Context: an optimization exercise on an open-source flow, tuned for small area. The choices shown serve that exercise and are no tape-out recipe. The RTL was checked by simulation tests, not by an equivalence proof against the original design. No activity file was given, so power comes from the tool's default toggle rates.

`design/flow/design.v`:
```
package cpu_pkg;
    localparam int DATA_W_DEFAULT = 64;
    localparam logic [3:0] IHALT   = 4'h0;
    localparam logic [3:0] INOP    = 4'h1;
    localparam logic [3:0] IRRMOVQ = 4'h2;
    localparam logic [3:0] IIRMOVQ = 4'h3;
    localparam logic [3:0] IRMMOVQ = 4'h4;
    localparam logic [3:0] IMRMOVQ = 4'h5;
    localparam logic [3:0] IOPQ    = 4'h6;
    localparam logic [3:0] IJXX    = 4'h7;
    localparam logic [3:0] ICALL   = 4'h8;
    localparam logic [3:0] IRET    = 4'h9;
    localparam logic [3:0] IPUSHQ  = 4'hA;
    localparam logic [3:0] IPOPQ   = 4'hB;
    localparam logic [3:0] RNONE = 4'hF;
    localparam logic [3:0] RRSP  = 4'h4;
    typedef struct packed {
        logic [3:0] src_a;
        logic [3:0] src_b;
        logic [3:0] dst_e;
        logic [3:0] dst_m;
    } regsel_t;
endpackage
module regfile_2r2w #(
    parameter int NREGS  = 15,
    parameter int DATA_W = 64
) (
    input  logic                    clock,
    input  logic                    reset,
    input  logic                    we_e,
    input  logic [3:0]              wa_e,
    input  logic [DATA_W-1:0]       wd_e,
    input  logic                    we_m,
    input  logic [3:0]              wa_m,
    input  logic [DATA_W-1:0]       wd_m,
    output logic [NREGS*DATA_W-1:0] regs
);
    logic [DATA_W-1:0] regs_q [NREGS];
    for (genvar i = 0; i < NREGS; i++) begin : g_reg
        logic sel_m, sel_e, hold;
        assign sel_m = !reset && we_m && wa_m == 4'(i);
        assign sel_e = !reset && we_e && wa_e == 4'(i) && !(we_m && wa_m == 4'(i));
        assign hold  = !reset && !(we_e && wa_e == 4'(i)) && !(we_m && wa_m == 4'(i));
        for (genvar b = 0; b < DATA_W; b++) begin : g_bit
            rf_cell u_cell (
                .clock (clock),
                .m     (wd_m[b]),
                .sel_m (sel_m),
                .e     (wd_e[b]),
                .sel_e (sel_e),
                .hold  (hold),
                .q     (regs_q[i][b])
            );
        end
        assign regs[i*DATA_W +: DATA_W] = regs_q[i];
    end
endmodule
module rf_cell (
    input  logic clock,
    input  logic m,
    input  logic sel_m,
    input  logic e,
    input  logic sel_e,
    input  logic hold,
    output logic q
);
    always_ff @(posedge clock) q <= (m & sel_m) | (e & sel_e) | (q & hold);
endmodule
module decode_wb_scoreboard #(
    parameter int DATA_W  = cpu_pkg::DATA_W_DEFAULT,
    parameter int NREGS   = 15,
    parameter int RSP_IDX = 4
) (
    input  logic              clock,
    input  logic              reset,
    input  logic              in_valid,
    output logic              in_ready,
    input  logic [3:0]        icode,
    input  logic [3:0]        rA,
    input  logic [3:0]        rB,
    output logic              out_valid,
    input  logic              out_ready,
    output logic [3:0]        out_icode,
    output logic [DATA_W-1:0] valA,
    output logic [DATA_W-1:0] valB,
    output logic [3:0]        out_dstE,
    output logic [3:0]        out_dstM,
    input  logic              wbE_valid,
    input  logic              wbE_wen,
    input  logic [3:0]        wbE_dst,
    input  logic [DATA_W-1:0] wbE_data,
    input  logic              wbM_valid,
    input  logic [3:0]        wbM_dst,
    input  logic [DATA_W-1:0] wbM_data
);
    localparam logic [3:0] RSP = 4'(RSP_IDX);
    function automatic logic [NREGS-1:0] onehot(input logic [3:0] r);
        logic [NREGS-1:0] v;
        v = '0;
        for (int i = 0; i < NREGS; i++) v[i] = (r == 4'(i));
        onehot = v;
    endfunction
    cpu_pkg::regsel_t           sel;
    logic [NREGS-1:0]  pend_e_q, pend_e_d;
    logic [NREGS-1:0]  pend_m_q, pend_m_d;
    logic [NREGS-1:0]  ret_e, ret_m, fwd_e, busy, used;
    logic [NREGS-1:0]  oh_a, oh_b;
    logic              hazard, accept;
    logic [NREGS*DATA_W-1:0] regs;
    logic              out_valid_q;
    logic [3:0]        out_icode_q;
    logic [DATA_W-1:0] val_a_q, val_b_q;
    logic [3:0]        dst_e_q, dst_m_q;
    always_comb begin
        sel = {cpu_pkg::RNONE, cpu_pkg::RNONE, cpu_pkg::RNONE, cpu_pkg::RNONE};
        case (icode)
            cpu_pkg::IRRMOVQ: begin
                sel.src_a = rA;
                sel.dst_e = rB;
            end
            cpu_pkg::IIRMOVQ: sel.dst_e = rB;
            cpu_pkg::IRMMOVQ: begin
                sel.src_a = rA;
                sel.src_b = rB;
            end
            cpu_pkg::IMRMOVQ: begin
                sel.src_b = rB;
                sel.dst_m = rA;
            end
            cpu_pkg::IOPQ: begin
                sel.src_a = rA;
                sel.src_b = rB;
                sel.dst_e = rB;
            end
            cpu_pkg::ICALL: begin
                sel.src_b = RSP;
                sel.dst_e = RSP;
            end
            cpu_pkg::IRET: begin
                sel.src_a = RSP;
                sel.src_b = RSP;
                sel.dst_e = RSP;
            end
            cpu_pkg::IPUSHQ: begin
                sel.src_a = rA;
                sel.src_b = RSP;
                sel.dst_e = RSP;
            end
            cpu_pkg::IPOPQ: begin
                sel.src_a = RSP;
                sel.src_b = RSP;
                sel.dst_e = RSP;
                sel.dst_m = rA;
            end
            default: ;
        endcase
    end
    assign ret_e = wbE_valid ? onehot(wbE_dst) : '0;
    assign ret_m = wbM_valid ? onehot(wbM_dst) : '0;
    assign fwd_e = wbE_wen ? ret_e : '0;
    assign busy = (pend_e_q & ~ret_e) | (pend_m_q & ~ret_m);
    assign oh_a = onehot(sel.src_a);
    assign oh_b = onehot(sel.src_b);
    assign used = oh_a | oh_b | onehot(sel.dst_e) | onehot(sel.dst_m);
    assign hazard = |(busy & used);
    assign in_ready = !hazard && (!out_valid_q || out_ready);
    assign accept = in_valid && in_ready;
    assign pend_e_d = (pend_e_q & ~ret_e) | (accept ? onehot(sel.dst_e) : '0);
    assign pend_m_d = (pend_m_q & ~ret_m) | (accept ? onehot(sel.dst_m) : '0);
    regfile_2r2w #(
        .NREGS  (NREGS),
        .DATA_W (DATA_W)
    ) u_rf (
        .clock (clock),
        .reset (reset),
        .we_e  (wbE_valid && wbE_wen),
        .wa_e  (wbE_dst),
        .wd_e  (wbE_data),
        .we_m  (wbM_valid),
        .wa_m  (wbM_dst),
        .wd_m  (wbM_data),
        .regs  (regs)
    );
    logic             ld, hold;
    logic             m_a, m_b, e_a, e_b;
    logic [NREGS-1:0] r_a, r_b;
    assign ld   = !reset && accept;
    assign hold = !reset && !accept;
    assign m_a  = |(ret_m & oh_a);
    assign m_b  = |(ret_m & oh_b);
    assign e_a  = |(fwd_e & oh_a) && !m_a;
    assign e_b  = |(fwd_e & oh_b) && !m_b;
    assign r_a  = (m_a || e_a) ? '0 : oh_a;
    assign r_b  = (m_b || e_b) ? '0 : oh_b;
    logic [NREGS+2:0] s_a, s_b;
    assign s_a = {hold, ld && e_a, ld && m_a, ld ? r_a : '0};
    assign s_b = {hold, ld && e_b, ld && m_b, ld ? r_b : '0};
    for (genvar b = 0; b < DATA_W; b++) begin : g_op
        logic [NREGS-1:0] col;
        for (genvar i = 0; i < NREGS; i++) begin : g_col
            assign col[i] = regs[i*DATA_W + b];
        end
        op_cell #(.N(NREGS + 3)) u_a (
            .clock (clock),
            .d     ({val_a_q[b], wbE_data[b], wbM_data[b], col}),
            .s     (s_a),
            .q     (val_a_q[b])
        );
        op_cell #(.N(NREGS + 3)) u_b (
            .clock (clock),
            .d     ({val_b_q[b], wbE_data[b], wbM_data[b], col}),
            .s     (s_b),
            .q     (val_b_q[b])
        );
    end
    always_ff @(posedge clock) begin
        if (reset) begin
            pend_e_q    <= '0;
            pend_m_q    <= '0;
            out_valid_q <= 1'b0;
            out_icode_q <= cpu_pkg::IHALT;
            dst_e_q     <= cpu_pkg::RNONE;
            dst_m_q     <= cpu_pkg::RNONE;
        end else begin
            pend_e_q    <= pend_e_d;
            pend_m_q    <= pend_m_d;
            if (accept) begin
                out_valid_q <= 1'b1;
                out_icode_q <= icode;
                dst_e_q     <= sel.dst_e;
                dst_m_q     <= sel.dst_m;
            end else if (out_ready) begin
                out_valid_q <= 1'b0;
            end
        end
    end
    assign out_valid = out_valid_q;
    assign out_icode = out_icode_q;
    assign valA      = val_a_q;
    assign valB      = val_b_q;
    assign out_dstE  = dst_e_q;
    assign out_dstM  = dst_m_q;
endmodule
module op_cell #(
    parameter int N = 18
) (
    input  logic         clock,
    input  logic [N-1:0] d,
    input  logic [N-1:0] s,
    output logic         q
);
    logic [N/3-1:0] n;
    for (genvar g = 0; g < N / 3; g++) begin : g_grp
        aoi3 u_aoi (
            .d (d[3*g +: 3]),
            .s (s[3*g +: 3]),
            .y (n[g])
        );
    end
    always_ff @(posedge clock) q <= !(&n);
endmodule
module aoi3 (
    input  logic [2:0] d,
    input  logic [2:0] s,
    output logic       y
);
    assign y = !(|(d & s));
endmodule
```
`design/flow/flow/run.sh`:
```
#!/bin/bash
# The standard layout (the standard.sh, unchanged synthesis), with two
# changes: ports get the smallest buffer (buf_1), and clock tree synthesis
# inserts no dummy loads. All tool output goes to standard.log here; ORFS's
# per-step logs stay under orfs/logs/.
set -euo pipefail
bash standard.sh \
  "BUFFER_PORTS_ARGS=-buffer_cell sky130_fd_sc_hd__buf_1" \
  "CTS_ARGS=-sink_clustering_enable -repair_clock_nets -dont_use_dummy_load -sink_clustering_size 20 -sink_clustering_max_diameter 100" \
  finish > standard.log 2>&1
```
`design/flow/standard.sh`:
```
#!/bin/bash
# synth_recipe.tcl (not shown) runs the flow's synth.tcl, then flattens the netlist and writes it again
# the make line also repeats each setting of config.mk as NAME=value (left out here)
make -C /OpenROAD-flow-scripts/flow DESIGN_CONFIG=/design/flow/config.mk WORK_HOME=/design/flow/orfs CLKGATE_MAP_FILE= SYNTH_SCRIPT=/design/flow/synth_recipe.tcl "${@:-finish}"
```
`design/flow/config.mk`:
```
export PLATFORM = sky130hd
export DESIGN_NAME = decode_wb_scoreboard
export DESIGN_NICKNAME = decode_wb_scoreboard
export VERILOG_FILES = /design/flow/design.v
export SDC_FILE = /design/flow/constraint.sdc
export NUM_CORES = 4
export LEC_CHECK = 0
export CAP_MARGIN = 0
export CORE_MARGIN = 2
export CORE_UTILIZATION = 30
export CTS_CLUSTER_DIAMETER = 100
export CTS_CLUSTER_SIZE = 20
export PLACE_DENSITY = 0.45
export SLEW_MARGIN = 0
export SYNTH_HIERARCHICAL = 1
```
`design/flow/constraint.sdc`:
```
create_clock -name core_clock -period 5.5 [get_ports {clock}]
set_input_delay 1.1000 -clock core_clock [delete_from_list [all_inputs] [get_ports {clock}]]
set_output_delay 1.1000 -clock core_clock [all_outputs]
set_load 0.01 [all_outputs]
```
==> impl_metrics.env, run 1 <==
export IMPL_outcome="finished clean"
export IMPL_finalHoldViolCount=0
export IMPL_cts_hold_buffers_added=0
export IMPL_r2r_start="pend_e_q[8]"
export IMPL_netlist_top_cell_by_area="dfxtp_1"
export IMPL_synth_fp_nets=4808
export IMPL_pre_cts_slack_ns=0.213
export IMPL_hold_path_class="register to register"
export IMPL_postRouteAntennaNets=0
export IMPL_setup_viol=0
export IMPL_dieArea_um2=166000
export IMPL_synthMuxAreaShare_pct=0.185
export IMPL_ys_seq_elements=1131
export IMPL_grt_overflow_total=0
export IMPL_dieWidth_um=407
export IMPL_mostFrequentLayoutCell="a222oi_1"
export IMPL_critical_path_arrival_ns=3.88
export IMPL_fin_crit_sh_pct=90.5
export IMPL_rsz0062_at_grt="no"
export IMPL_end_kind="output port"
export IMPL_ys_types=72
export IMPL_ys_seq_area_share_pct=46.4
export IMPL_timing_critical_path_required_ns=4.40
export IMPL_startpoint="wbM_dst[1]"
export IMPL_yosys_area_share_xor_xnor_pct=0.108
export IMPL_cap_viol_max_count=0
export IMPL_portBuffers=296
export IMPL_ys_warn_count=11
export IMPL_root_buffer="clkbuf_16"
export IMPL_num_rows=148
export IMPL_leakage_nw=25.5
export IMPL_synth_top_area_share_pct=46.4
export IMPL_ir_worst_vdd_mv=0.219
export IMPL_finalWorstSetupSlack_ns=0.521
export IMPL_synth_top_family_by_area="compound AO/OA/AOI/OAI gates"
export IMPL_async_reset_ff_share_pct=0
export IMPL_cts_sinks=1131
export IMPL_viasPerCell=7.46
export IMPL_yosys_area_share_simple_pct=7.21
export IMPL_grt_total_usage_pct=32.9
export IMPL_post_cts_setup_buffers=0
export IMPL_finClkSkew_ns=0.105
export IMPL_drtIter0Drc=18400
export IMPL_cpMaxStageDelayCell="buf_1"
export IMPL_grt_pass1_wl_um=404000
export IMPL_final_cell_mix="a222oi_1 (1733), dfxtp_1 (1131), inv_1 (969), buf_1 (295), buf_4 (159)"
export IMPL_cts_tree="built"
export IMPL_period_needed_ns=4.98
export IMPL_layout_nets=5382
export IMPL_dr_pass1_iters=17
export IMPL_coreArea_um2=162000
export IMPL_clk_path_buf_depth=3
export IMPL_start_util_pct=30.1
export IMPL_syn_area_um2=48800
export IMPL_path_clk_slew_ns=0.04
export IMPL_synth_edf_count=0
export IMPL_h_tree_depth=3
export IMPL_fillers=16300
export IMPL_ff2ff_path_depth=12
export IMPL_worst_r2r_endpoint="g_op[47].u_b.q"
export IMPL_syn_avg_cell_area_um2=10.5
export IMPL_post_cts_resized=0
export IMPL_fmax_mhz=201
export IMPL_syn_inst=4653
export IMPL_post_drt_wl_per_cell_um=39.3
export IMPL_die_h_um=407
export IMPL_path_max_fanout=15
export IMPL_relSlewSlack_pct=8.45
export IMPL_gp_congestion=0.912
export IMPL_vias=55300
export IMPL_clk_latency_ns=0.73
export IMPL_hold_slack_ns=0.502
export IMPL_rrSetupSlack_ns=1.96
export IMPL_powerDensity_nw_per_um2=258
export IMPL_path_cells="buf_1, nand2_1, o21ai_0, nand2_1, a222oi_1, and4_1, buf_4, and2_1, buf_1"
export IMPL_setup_worst_path_end="in_ready"
export IMPL_io_pins=297
export IMPL_antenna_found_initial=12
export IMPL_critPathMaxStageDelay_ns=0.66
export IMPL_first_global_vias=52000
export IMPL_ys_flop_type="dfxtp_1"
export IMPL_slew_viol_final=0
export IMPL_synth_compound_area_share_pct=38.1
export IMPL_synth_adder_area_share_pct=0
export IMPL_cts_buffers_inserted=68
export IMPL_cp_start_kind="primary input"
export IMPL_drc_errors=0
export IMPL_place_hpwl_um=162000
export IMPL_grt_max_degree=65
export IMPL_critPathKind="primary input to output port"
export IMPL_area_growth_pct=19.9
export IMPL_tightest_slew_ns=1.37
export IMPL_synth_area_top_cells="dfxtp_1 (46%), a222oi_1 (36%), inv_1 (7.4%)"
export IMPL_drt_total_wl_um=291000
export IMPL_drive_gt1_share_pct=8.48
## cell type report
| cell class | instances | area, um^2 | area share (%) |
|---|---|---|---|
| inverter | 969 | 3640 | 6.21 |
| sequential | 1131 | 22600 | 38.7 |
| tap | 2175 | 2720 | 4.65 |
| timing repair buffer | 565 | 4510 | 7.70 |
| clock buffer | 68 | 1700 | 2.91 |
| multi-input combinational | 2492 | 23300 | 39.8 |
| antenna | 5 | 12.5 | 0.0214 |
## modules after synthesis, one instance, submodules excluded, excerpt
module,cells inside,flops+latches
aoi3,1,0
decode_wb_scoreboard,536,43
rf_cell,3,1
## critical path: cells and delay by family
| family | cells | cell delay [ns] |
|---|---|---|
| buffers and inverters | 3 | 1.01 |
| AND/OR/NAND/NOR | 4 | 1.00 |
| AO/OA/AOI/OAI | 2 | 0.75 |
## cells in the mapped netlist (all sizes together) (4+ instances only)
| cell type | n |
|---|---|
| a221oi | 15 |
| a31o | 4 |
| o21a | 4 |
| nor3 | 17 |
| nor4 | 32 |
| nand3 | 154 |
| mux2i | 9 |
| or2 | 5 |
| buf | 31 |
| and4 | 130 |
| o21ai | 33 |
| o31ai | 14 |
| a32oi | 5 |
| nand2b | 26 |
| clkbuf | 30 |
| o22ai | 27 |
| nand3b | 11 |
| or3b | 10 |
| a222oi | 1733 |
| and3 | 6 |
| and3b | 4 |
| a211oi | 15 |
| inv | 969 |
| nand2 | 56 |
| nor2 | 57 |
| o32ai | 11 |
| o221ai | 4 |
| or3 | 16 |
| nor3b | 7 |
| dfxtp | 1131 |
| o41ai | 4 |
| a311oi | 4 |
| and2 | 10 |
| nor2b | 16 |
| nand4 | 6 |
| a21oi | 15 |
## metrics by stage
step	total power, mW	cells	instance area [um^2]	setup TNS [ns]	util, %
global route	15.5	7404	58500	0	36.1
finish	15.1	7405	58500	0	36.1
CTS	15.1	7400	58500	0	36.1
floorplan	9.11	4653	49400	-88.04	-
detailed placement	9.96	7332	56800	0	35.0
global placement	9.96	7332	56800	0	35.0
## how the worst min path moves through the flow
stage	from	end	slack [ns]	cells past startpoint
after floorplan	pend_e_q[4]	pend_e_q[4]	0.47	2
after global placement	g_op[54].u_a.q	g_op[54].u_a.q	0.49	2
after detailed placement	g_op[15].u_b.q	g_op[15].u_b.q	0.50	2
after CTS	u_rf.g_reg[13].g_bit[1].u_cell.q	g_op[1].u_b.q	0.50	2
after global routing	u_rf.g_reg[13].g_bit[1].u_cell.q	g_op[1].u_a.q	0.52	2
final	pend_e_q[4]	pend_e_q[4]	0.50	2
## cell families (layout without fill, tap and decap cells)
logic type | after synthesis | after routing
mux | 9 | 9
xor+xnor | 6 | 6
other cells | 0 | 5
simple gates | 571 | 571
flops | 1131 | 1131
compound gates | 1906 | 1906
buf+inv | 1030 | 1602
## metal layers
layer,part of all wire [%],vias up,routed length (um),track usage [%]
li1,-,22100,-,-
met1,39,27700,114000,44.4
met2,43,4740,126000,49.9
met3,13,739,37200,7.46
met4,4.7,6,13700,14.8
met5,0.010,-,29,0
## power by group
part | leakage [nW] | total, mW | internal (mW) | switching (mW)
Sequential | 9.14 | 8.47 | 8.34 | 0.134
Combinational | 15.5 | 1.37 | 0.300 | 1.07
Clock | 0.838 | 5.24 | 2.21 | 3.03
Total | 25.5 | 15.1 | 10.8 | 4.23
## registers in the layout, summed over array words and instances (netlist names)
register,flops
u_rf.g.g_bit.u_cell.q,960
g_op.u_b.q,64
dst_m_q,4
pend_m_q,15
out_icode_q,4
g_op.u_a.q,64
out_valid_q,1
pend_e_q,15
dst_e_q,4
==> run 2, diff against run 1 <==
--- a/design/flow/design.v
+++ b/design/flow/design.v
@@ -103,13 +103,12 @@
     cpu_pkg::regsel_t           sel;
     logic [NREGS-1:0]  pend_e_q, pend_e_d;
     logic [NREGS-1:0]  pend_m_q, pend_m_d;
-    logic [NREGS-1:0]  ret_e, ret_m, fwd_e, busy, used;
+    logic [NREGS-1:0]  ret_e, ret_m, busy, used;
     logic [NREGS-1:0]  oh_a, oh_b;
     logic              hazard, accept;
     logic [NREGS*DATA_W-1:0] regs;
     logic              out_valid_q;
     logic [3:0]        out_icode_q;
-    logic [DATA_W-1:0] val_a_q, val_b_q;
     logic [3:0]        dst_e_q, dst_m_q;
     always_comb begin
         sel = {cpu_pkg::RNONE, cpu_pkg::RNONE, cpu_pkg::RNONE, cpu_pkg::RNONE};
@@ -157,7 +156,6 @@
     end
     assign ret_e = wbE_valid ? onehot(wbE_dst) : '0;
     assign ret_m = wbM_valid ? onehot(wbM_dst) : '0;
-    assign fwd_e = wbE_wen ? ret_e : '0;
     assign busy = (pend_e_q & ~ret_e) | (pend_m_q & ~ret_m);
     assign oh_a = onehot(sel.src_a);
     assign oh_b = onehot(sel.src_b);
@@ -181,37 +179,43 @@
         .wd_m  (wbM_data),
         .regs  (regs)
     );
-    logic             ld, hold;
-    logic             m_a, m_b, e_a, e_b;
-    logic [NREGS-1:0] r_a, r_b;
-    assign ld   = !reset && accept;
-    assign hold = !reset && !accept;
-    assign m_a  = |(ret_m & oh_a);
-    assign m_b  = |(ret_m & oh_b);
-    assign e_a  = |(fwd_e & oh_a) && !m_a;
-    assign e_b  = |(fwd_e & oh_b) && !m_b;
-    assign r_a  = (m_a || e_a) ? '0 : oh_a;
-    assign r_b  = (m_b || e_b) ? '0 : oh_b;
-    logic [NREGS+2:0] s_a, s_b;
-    assign s_a = {hold, ld && e_a, ld && m_a, ld ? r_a : '0};
-    assign s_b = {hold, ld && e_b, ld && m_b, ld ? r_b : '0};
+    logic [3:0]       src_a_q, src_b_q;
+    logic             live_q;
+    logic [NREGS-1:0] s_a, s_b;
+    assign s_a = onehot(src_a_q);
+    assign s_b = onehot(src_b_q);
     for (genvar b = 0; b < DATA_W; b++) begin : g_op
         logic [NREGS-1:0] col;
         for (genvar i = 0; i < NREGS; i++) begin : g_col
             assign col[i] = regs[i*DATA_W + b];
         end
-        op_cell #(.N(NREGS + 3)) u_a (
+        rd_cell #(.N(NREGS)) u_a (
             .clock (clock),
-            .d     ({val_a_q[b], wbE_data[b], wbM_data[b], col}),
+            .d     (col),
             .s     (s_a),
-            .q     (val_a_q[b])
+            .live  (live_q),
+            .q     (valA[b])
         );
-        op_cell #(.N(NREGS + 3)) u_b (
+        rd_cell #(.N(NREGS)) u_b (
             .clock (clock),
-            .d     ({val_b_q[b], wbE_data[b], wbM_data[b], col}),
+            .d     (col),
             .s     (s_b),
-            .q     (val_b_q[b])
+            .live  (live_q),
+            .q     (valB[b])
         );
+    end
+    always_ff @(posedge clock) begin
+        if (reset) begin
+            src_a_q <= cpu_pkg::RNONE;
+            src_b_q <= cpu_pkg::RNONE;
+            live_q  <= 1'b0;
+        end else begin
+            live_q <= accept;
+            if (accept) begin
+                src_a_q <= sel.src_a;
+                src_b_q <= sel.src_b;
+            end
+        end
     end
     always_ff @(posedge clock) begin
         if (reset) begin
@@ -236,20 +240,20 @@
     end
     assign out_valid = out_valid_q;
     assign out_icode = out_icode_q;
-    assign valA      = val_a_q;
-    assign valB      = val_b_q;
     assign out_dstE  = dst_e_q;
     assign out_dstM  = dst_m_q;
 endmodule
-module op_cell #(
-    parameter int N = 18
+module rd_cell #(
+    parameter int N = 15
 ) (
     input  logic         clock,
     input  logic [N-1:0] d,
     input  logic [N-1:0] s,
+    input  logic         live,
     output logic         q
 );
     logic [N/3-1:0] n;
+    logic           held;
     for (genvar g = 0; g < N / 3; g++) begin : g_grp
         aoi3 u_aoi (
             .d (d[3*g +: 3]),
@@ -257,7 +261,8 @@
             .y (n[g])
         );
     end
-    always_ff @(posedge clock) q <= !(&n);
+    assign q = live ? !(&n) : held;
+    always_ff @(posedge clock) held <= q;
 endmodule
 module aoi3 (
     input  logic [2:0] d,
==> run 2 against run 1 <==
Net effect:
- still clean on timing, DRC and antenna
- power increased by 4.9%
- sequential power increased by 3.2%
- via count decreased by 7.8%
- hold slack got worse by 0.013 ns
- die area decreased by 2.3%
- sequential share of layout area increased by 2.3 points
- critical path type is now register to output port
- critical endpoint is now valA[54]
- largest power group unchanged
==> impl_metrics.env, run 2 <==
export IMPL_start_util_pct=30.1
export IMPL_synth_area_top_cells="dfxtp_1 (48%), a222oi_1 (34%), inv_1 (7.6%)"
export IMPL_critPathMaxStageDelay_ns=0.94
export IMPL_cpMaxStageDelayCell="nor3_2"
export IMPL_synth_fp_nets=4707
export IMPL_path_delay_family="simple AND/OR/NAND/NOR gates"
export IMPL_area_growth_pct=16.9
export IMPL_grt_pass1_wl_um=362000
export IMPL_grt_max_degree=84
export IMPL_drtIter0Drc=15700
export IMPL_syn_avg_cell_area_um2=10.5
export IMPL_r2r_start="src_a_q[2]"
export IMPL_drc_errors=0
export IMPL_route_met3_wl_um=33300
export IMPL_wl_met1_um=103000
export IMPL_powerDensity_nw_per_um2=284
export IMPL_vias=51000
export IMPL_post_drt_wl_per_cell_um=36.4
export IMPL_synth_edf_count=0
export IMPL_antenna_found_initial=23
export IMPL_setup_viol=0
export IMPL_synth_top_area_share_pct=47.9
export IMPL_outcome="finished clean"
export IMPL_period_needed_ns=4.88
export IMPL_fin_crit_sh_pct=88.7
export IMPL_hold_path_class="register to register"
export IMPL_drive_gt1_share_pct=6.90
export IMPL_stdcell_area_um2=55800
export IMPL_post_cts_resized=0
export IMPL_cts_hold_buffers_added=0
export IMPL_root_buffer="clkbuf_16"
export IMPL_num_rows=146
export IMPL_netlist_top_cell_by_area="dfxtp_1"
export IMPL_ys_seq_area_share_pct=47.9
export IMPL_whs_path_depth=1
export IMPL_viasPerCell=7.15
export IMPL_clk_latency_ns=0.70
export IMPL_portBuffers=296
export IMPL_clk_path_buf_depth=3
export IMPL_dieArea_um2=162000
export IMPL_whs_endpoint="g_op[27].u_a.held"
export IMPL_worst_r2r_endpoint="g_op[54].u_a.held"
export IMPL_io_pins=297
export IMPL_rrSetupSlack_ns=2.51
export IMPL_postRouteAntennaNets=0
export IMPL_die_h_um=403
export IMPL_h_tree_depth=3
export IMPL_path_clk_slew_ns=0.08
export IMPL_largest_reg_flops=960
export IMPL_rsz0062_at_grt="no"
export IMPL_fin_cells=7131
export IMPL_dr_pass1_iters=15
export IMPL_post_cts_setup_buffers=0
export IMPL_startpoint="src_a_q[2]"
export IMPL_cp_start_kind="register"
export IMPL_tightest_slew_ns=1.19
export IMPL_place_inst=7050
export IMPL_cts_buffers_inserted=68
export IMPL_dieWidth_um=403
export IMPL_relSlewSlack_pct=20.6
export IMPL_critical_path_arrival_ns=3.78
export IMPL_ys_flop_type="dfxtp_1"
export IMPL_final_cell_mix="a222oi_1 (1602), dfxtp_1 (1139), inv_1 (967), buf_1 (295), nand3_1 (278)"
export IMPL_async_reset_ff_share_pct=0
export IMPL_ys_types=59
export IMPL_cts_sinks=1140
export IMPL_mostFrequentLayoutCell="a222oi_1"
export IMPL_synth_top_cells_by_count="a222oi_1 (1602), dfxtp_1 (1140), inv_1 (967), nand3_1 (278), o22a_1 (128)"
export IMPL_fmax_mhz=205
export IMPL_path_max_fanout=22
export IMPL_end_kind="output port"
export IMPL_first_global_vias=48800
export IMPL_ys_seq_elements=1140
export IMPL_finClkSkew_ns=0.0526
export IMPL_ys_warn_count=11
export IMPL_hold_start="g_op[27].u_a.held"
export IMPL_top_regs="u_rf.g.g_bit.u_cell.q x960, g_op.u_a.held x64, g_op.u_b.held x64"
export IMPL_top_layer="met5"
export IMPL_fin_total_pwr_mw=15.8
export IMPL_syn_area_um2=47700
export IMPL_wl_met2_um=113000
export IMPL_slew_viol_final=0
export IMPL_gp_congestion=0.865
export IMPL_post_dp_cell_area_um2=54000
export IMPL_leakage_nw=25.1
export IMPL_layout_nets=5203
export IMPL_yosysMostFrequentCell="a222oi_1"
export IMPL_drt_total_wl_um=260000
export IMPL_critPathKind="register to output port"
export IMPL_path_cells="nand2b_1, nor3_2, buf_12, a222oi_1, nand3_1, o22a_1, buf_1"
export IMPL_utilization_pct=35.3
export IMPL_grt_overflow_total=0
export IMPL_ff2ff_path_depth=6
export IMPL_ir_worst_vdd_mv=0.220
export IMPL_place_hpwl_um=144000
export IMPL_coreArea_um2=158000
export IMPL_cp_num_buf_inv=2
export IMPL_finalHoldViolCount=0
export IMPL_timing_critical_path_required_ns=4.40
export IMPL_grt_total_usage_pct=30.2
export IMPL_syn_inst=4552
export IMPL_cts_tree="built"
export IMPL_cap_viol_max_count=0
export IMPL_regMostFlops="u_rf.g.g_bit.u_cell.q"
[run 2: metrics by stage]
stage | worst slack [ns] | hold slack, ns | setup TNS (ns)
finish | 0.620 | 0.489 | 0
global route | 0.559 | 0.504 | 0
CTS | 0.695 | 0.494 | 0
detailed placement | 0.904 | 0.473 | 0
global placement | 0.936 | 0.466 | 0
floorplan | -0.0301 | 0.482 | -5.76
[run 2: Yosys stat by module (local to each module, per instance), excerpt]
module,area [um^2],times used,flip-flops and latches
aoi3,10.0,640,0
decode_wb_scoreboard,3310,1,52
rf_cell,33.8,960,1
[run 2: cell type report]
| cell class | count | area [um^2] |
|---|---|---|
| Multi-Input combinational cell | 2405 | 21800 |
| Timing Repair Buffer | 466 | 3150 |
| Tap cell | 2072 | 2590 |
| Sequential cell | 1140 | 22800 |
| Clock buffer | 68 | 1700 |
| Inverter | 967 | 3630 |
| Fill cell | 16200 | 102000 |
| Antenna cell | 13 | 32.5 |
[run 2: cell families (layout without fill, tap and decap cells)]
group	Yosys count	in the layout	synth area share, %
flops	1140	1140	47.9
buf+inv	1007	1501	8.00
mux	1	1	0.0210
compound gates	1897	1897	38.4
simple gates	507	507	5.71
other cells	0	13	0
[run 2: worst max-delay path by stage]
stage / to / slack, ns / cells after the start
floorplan: u_rf.g_reg[12].g_bit[0].u_cell.q / -0.03 / 5
global placement: in_ready / 0.94 / 8
detailed placement: in_ready / 0.90 / 8
CTS: valB[15] / 0.70 / 7
global route: valA[54] / 0.56 / 7
finish: valA[54] / 0.62 / 7
[run 2: power breakdown]
group	switching, mW	internal [mW]
Sequential	0.179	8.56
Combinational	1.41	0.485
Clock	2.98	2.21
Total	4.57	11.3
[run 2: metal layers]
metal / global-route usage (%) / up-vias
met5: 0.119 / -
met4: 13.3 / 16
met3: 8.59 / 602
met2: 45.3 / 3808
met1: 40.3 / 25400
li1: - / 21100

==> separate check: timing with driven ports <==
The results above use ideal ports. As a check the final layouts listed here were re-extracted and re-timed, cells and wires unchanged. Step 1, drivers: a clkbuf_16 drives clock and a buf_2 each remaining input, both assumed. Step 2 also shifts input and output timing later by t, the mid clock arrival at the registers, as if the neighbouring blocks saw the same clock. a / b / c = ideal / step 1 / step 2; a / b = the first two.
| run | shift t [ns] | setup slack, ns | slew at the worst register clock pin (ns) | worst slew at a driven data input, ns |
|---|---|---|---|---|
| run 1 | 0.762 | 0.521 / 0.471 / -0.021 | 0.09 / 0.09 | 0.14 |
| run 2 | 0.765 | 0.620 / 0.534 / 0.779 | 0.09 / 0.09 | 0.17 |
Met with ideal ports but missed after step 2: setup timing in run 1. The setup slack of run 1, which loses most, moves by -0.050 ns with the drivers and by -0.542 ns with both steps.
